Background: an optimization exercise with open tools, aiming at a short achievable clock period and few clock cycles. Do not read the settings as production practice.
The RTL was checked by simulation tests, not by an equivalence proof against the original design.

== rev 12 ==
==> flow/design.v (excerpt) <==
module mipsCore (
	input  wire logic                            clk,
	input  wire logic                            reset,
	output logic [32-1:0]          pc,
	input  wire logic [32-1:0]     instr,
	output logic                                 memWrite,
	output logic [32-1:0]          memAddr,
	output logic [32-1:0]          memWriteData,
	input  wire logic [32-1:0]     memReadData,
	input  wire logic [5-1:0] dispSel,
	output logic [32-1:0]          dispData
);
Size in the first run: about 5500 cells after synthesis, roughly 200 I/O pins.
==> module mipsCore, before the edit <==
module mipsCore (
	input  wire logic                            clk,
	input  wire logic                            reset,
	output logic [32-1:0]          pc,
	input  wire logic [32-1:0]     instr,
	output logic                                 memWrite,
	output logic [32-1:0]          memAddr,
	output logic [32-1:0]          memWriteData,
	input  wire logic [32-1:0]     memReadData,
	input  wire logic [5-1:0] dispSel,
	output logic [32-1:0]          dispData
);
	logic [31:0] pcR;
	logic [31:0] irD;
	logic [31:0] pc4D;
	logic [31:0] opA;       
	logic [31:0] opB;       
	logic [31:0] sdE;       
	logic        sdLdE;     
	logic [4:0]  shE;
	logic [31:0] brTgtE;
	logic        eSum, eSub, eAnd, eOr, eXor, eNor, eSlt, eSll, eSrl, eSra;
	logic        eLd, eSt, eBr;
	logic [4:0]  eDst;      
	logic [31:0] mRes;
	logic        mLd;
	logic        mSt;
	logic [31:0] mSd;
	logic [4:0]  mDst;
	logic [31:0] wVal;
	logic [4:0]  wDst;
	logic [31:0][31:0] rf;
	logic [31:0] dispR;
	assign pc = pcR;
	assign memWrite = mSt;
	assign memAddr = mRes;
	assign memWriteData = mSd;
	logic [5:0]  op;
	logic [4:0]  rs, rt, rd;
	logic [5:0]  fn;
	logic [31:0] signImm;
	logic        isR, rAlu, rSh, isAddi, isLui, isLw, isSw, isBeq, isJ;
	logic        useRs, useRt, wrD;
	logic [4:0]  dstD;
	assign op = irD[31:26];
	assign rs = irD[25:21];
	assign rt = irD[20:16];
	assign rd = irD[15:11];
	assign fn = irD[5:0];
	assign signImm = {{16{irD[15]}}, irD[15:0]};
	assign isR = (op == 6'b000000);
	assign rAlu = isR && (fn == 6'b100000 || fn == 6'b100010 || fn == 6'b100100 ||
		fn == 6'b100101 || fn == 6'b100111 || fn == 6'b100110 || fn == 6'b101010);
	assign rSh = isR && (fn == 6'b000000 || fn == 6'b000010 || fn == 6'b000011);
	assign isAddi = (op == 6'b001000);
	assign isLui = (op == 6'b001111);
	assign isLw = (op == 6'b100011);
	assign isSw = (op == 6'b101011);
	assign isBeq = (op == 6'b000100);
	assign isJ = (op == 6'b000010);
	assign useRs = rAlu || isAddi || isLw || isSw || isBeq;
	assign useRt = rAlu || rSh || isBeq;
	assign wrD = rAlu || rSh || isAddi || isLui || isLw;
	assign dstD = !wrD ? 5'd0 : (isR ? rd : rt);
	logic subD;
	assign subD = rAlu && (fn == 6'b100010 || fn == 6'b101010);
	logic stall;
	assign stall = eLd && (eDst != 5'd0) &&
		((useRs && rs == eDst) || (useRt && rt == eDst));
	logic [31:0] aluOut;
	logic [31:0] mVal;
	logic [31:0] rfA, rfB;
	logic [31:0] srcA, srcB;
	assign mVal = mLd ? memReadData : mRes;
	assign rfA = rf[rs];
	assign rfB = rf[rt];
	always_comb begin
		if (eDst != 5'd0 && rs == eDst)
			srcA = aluOut;
		else if (mDst != 5'd0 && rs == mDst)
			srcA = mVal;
		else if (wDst != 5'd0 && rs == wDst)
			srcA = wVal;
		else
			srcA = rfA;
		if (eDst != 5'd0 && rt == eDst)
			srcB = aluOut;
		else if (mDst != 5'd0 && rt == mDst)
			srcB = mVal;
		else if (wDst != 5'd0 && rt == wDst)
			srcB = wVal;
		else
			srcB = rfB;
	end
	logic [31:0] sum;
	logic        lt;
	logic        eq;
	logic        brTaken;
	logic [31:0] shOut;
	assign sum = opA + opB + {31'd0, eSub};
	assign lt = (opA[31] == opB[31]) ? opA[31] : sum[31];
	assign eq = (opA == opB);
	assign brTaken = eBr && eq;
	always_comb begin
		shOut = 32'd0;
		if (eSll) shOut = opB << shE;
		if (eSrl) shOut = opB >> shE;
		if (eSra) shOut = $signed(opB) >>> shE;
	end
	assign aluOut = ({32{eSum}} & sum) |
		({32{eAnd}} & (opA & opB)) |
		({32{eOr}}  & (opA | opB)) |
		({32{eXor}} & (opA ^ opB)) |
		({32{eNor}} & ~(opA | opB)) |
		{31'd0, eSlt & lt} |
		shOut;
	logic [31:0] pcPlus4;
	assign pcPlus4 = pcR + 32'd4;
	always_ff @(posedge clk or posedge reset) begin
		if (reset) begin
			pcR <= 32'd0;
			irD <= 32'd0;
		end else if (brTaken) begin
			pcR <= brTgtE;
			irD <= 32'd0;  
		end else if (!stall) begin
			pcR <= isJ ? {pc4D[31:28], irD[25:0], 2'b00} : pcPlus4;
			irD <= instr;
		end
	end
	always_ff @(posedge clk) begin
		if (!stall)
			pc4D <= pcPlus4;
	end
	always_ff @(posedge clk or posedge reset) begin
		if (reset) begin
			{eSum, eSub, eAnd, eOr, eXor, eNor, eSlt, eSll, eSrl, eSra} <= '0;
			{eLd, eSt, eBr} <= '0;
			eDst <= 5'd0;
			sdLdE <= 1'b0;
		end else if (stall) begin
			{eSum, eSub, eAnd, eOr, eXor, eNor, eSlt, eSll, eSrl, eSra} <= '0;
			{eLd, eSt, eBr} <= '0;
			eDst <= 5'd0;
			sdLdE <= 1'b0;
		end else begin
			eSum <= isAddi || isLui || isLw || isSw ||
				(rAlu && (fn == 6'b100000 || fn == 6'b100010));
			eSub <= subD;
			eAnd <= rAlu && fn == 6'b100100;
			eOr <= rAlu && fn == 6'b100101;
			eXor <= rAlu && fn == 6'b100110;
			eNor <= rAlu && fn == 6'b100111;
			eSlt <= rAlu && fn == 6'b101010;
			eSll <= rSh && fn == 6'b000000;
			eSrl <= rSh && fn == 6'b000010;
			eSra <= rSh && fn == 6'b000011;
			eLd <= isLw;
			eSt <= isSw;
			eBr <= isBeq;
			eDst <= dstD;
			sdLdE <= isSw && eLd && (eDst != 5'd0) && (rt == eDst);
		end
	end
	always_ff @(posedge clk) begin
		opA <= isLui ? 32'd0 : srcA;
		opB <= (isAddi || isLw || isSw) ? signImm :
			isLui ? {irD[15:0], 16'd0} : (srcB ^ {32{subD}});
		sdE <= srcB;
		shE <= irD[10:6];
		brTgtE <= pc4D + {signImm[29:0], 2'b00};
	end
	always_ff @(posedge clk or posedge reset) begin
		if (reset) begin
			mLd <= 1'b0;
			mSt <= 1'b0;
			mDst <= 5'd0;
			wDst <= 5'd0;
		end else begin
			mLd <= eLd;
			mSt <= eSt;
			mDst <= eDst;
			wDst <= mDst;
		end
	end
	always_ff @(posedge clk) begin
		mRes <= aluOut;
		mSd <= sdLdE ? memReadData : sdE;
		wVal <= mVal;
	end
	assign rf[0] = 32'd0;
	for (genvar r = 1; r < 32; r++) begin : g_rf
		always_ff @(posedge clk) begin
			if (wDst == 5'(r))
				rf[r] <= wVal;
		end
	end
	always_ff @(posedge clk) begin
		if (dispSel != 5'd0 && dispSel == wDst)
			dispR <= wVal;
		else
			dispR <= rf[dispSel];
	end
	assign dispData = dispR;
endmodule
clock: 8.0 ns
lec_check: 0
abc_clock_period_in_ps: 3000
cap_margin: 20
core_margin: 2
core_utilization: 45
setup_slack_margin: 5
slew_margin: 20
run.sh (not shown) runs the stock make flow with config.mk's settings and CLKGATE_MAP_FILE= SYNTH_SCRIPT=/design/flow/synth_recipe.tcl, a recipe that flattens the netlist after the stock synthesis.
Testbench counts of rev 12, summed over its fixed seeds: cycles 12,933.
Input-level comparison between rev 13 and rev 12:
--- a/flow/design.v
+++ b/flow/design.v
@@ -107,11 +107,11 @@
 	assign memWriteData = mSd;
 	logic [5:0]  op;
 	logic [4:0]  rs, rt, rd;
 	logic [5:0]  fn;
 	logic [31:0] signImm;
-	logic        isR, rAlu, rSh, isAddi, isLui, isLw, isSw, isBeq, isJ;
+	logic        isR, rAlu, rSh, isAddi, isLui, isLw, isSw, isBeq, isBr, isJ;
 	logic        useRs, useRt, wrD;
 	logic [4:0]  dstD;
 	assign op = irD[31:26];
 	assign rs = irD[25:21];
 	assign rt = irD[20:16];
@@ -124,11 +124,12 @@
 	assign rSh = isR && (fn == 6'b000000 || fn == 6'b000010 || fn == 6'b000011);
 	assign isAddi = (op == 6'b001000);
 	assign isLui = (op == 6'b001111);
 	assign isLw = (op == 6'b100011);
 	assign isSw = (op == 6'b101011);
-	assign isBeq = (op == 6'b000100);
+	assign isBeq = (op == 6'b000100) && (rs != rt);
+	assign isBr = (op == 6'b000100) && (rs == rt);
 	assign isJ = (op == 6'b000010);
 	assign useRs = rAlu || isAddi || isLw || isSw || isBeq;
 	assign useRt = rAlu || rSh || isBeq;
 	assign wrD = rAlu || rSh || isAddi || isLui || isLw;
 	assign dstD = !wrD ? 5'd0 : (isR ? rd : rt);
@@ -183,20 +184,22 @@
 		({32{eXor}} & (opA ^ opB)) |
 		({32{eNor}} & ~(opA | opB)) |
 		{31'd0, eSlt & lt} |
 		shOut;
 	logic [31:0] pcPlus4;
+	logic [31:0] brTgtD;
+	assign brTgtD = pc4D + {signImm[29:0], 2'b00};
 	assign pcPlus4 = pcR + 32'd4;
 	always_ff @(posedge clk or posedge reset) begin
 		if (reset) begin
 			pcR <= 32'd0;
 			irD <= 32'd0;
 		end else if (brTaken) begin
 			pcR <= brTgtE;
 			irD <= 32'd0;  
 		end else if (!stall) begin
-			pcR <= isJ ? {pc4D[31:28], irD[25:0], 2'b00} : pcPlus4;
+			pcR <= isJ ? {pc4D[31:28], irD[25:0], 2'b00} : isBr ? brTgtD : pcPlus4;
 			irD <= instr;
 		end
 	end
 	always_ff @(posedge clk) begin
 		if (!stall)
@@ -236,11 +239,11 @@
 		opA <= isLui ? 32'd0 : srcA;
 		opB <= (isAddi || isLw || isSw) ? signImm :
 			isLui ? {irD[15:0], 16'd0} : (srcB ^ {32{subD}});
 		sdE <= srcB;
 		shE <= irD[10:6];
-		brTgtE <= pc4D + {signImm[29:0], 2'b00};
+		brTgtE <= brTgtD;
 	end
 	always_ff @(posedge clk or posedge reset) begin
 		if (reset) begin
 			mLd <= 1'b0;
 			mSt <= 1'b0;
Results
- Compared with rev 12, in rev 13 via count dropped 664, portion of netlist area occupied by mux cells increased 0.41 points.
- Lower post-cts resize count was reported by rev 12, not rev 13.
- Rev 13 vs. rev 12: total CTS buffers went down 1.3%; floorplan die height ~0 delta; post-route cell area grew by 660 sq um.
Testbench counts of rev 13, summed over its fixed seeds: cycles 12,756.

## afterwards: timing with drivers on the ports
The results above use ideal ports. As a check the final layouts listed here were re-extracted and re-timed, cells and wires unchanged.
Step 1: set_driving_cell puts a clkbuf_16 on clk and a buf_2 on each other input, an assumption about the parent block.
Step 2 moves the port delays by t, midway between the first and last clock arrival at a register: inputs arrive t later, outputs are due t later. That takes back most of the time a late clock gives input paths.
Slacks: ideal ports / drivers / drivers and shift; pairs: ideal ports / drivers.
run | t (ns) | slack for setup (ns) | latest minus earliest clock arrival (ns)
rev 12 | 0.911 | 4.453 / 4.453 / 3.926 | 0.037 / 0.037
rev 13 | 0.927 | 4.548 / 4.548 / 3.893 | 0.041 / 0.042
After both steps every run listed still meets setup and hold. For rev 13, which loses most, drivers alone change the setup slack by 0.000 ns; drivers and shift together by -0.655 ns.
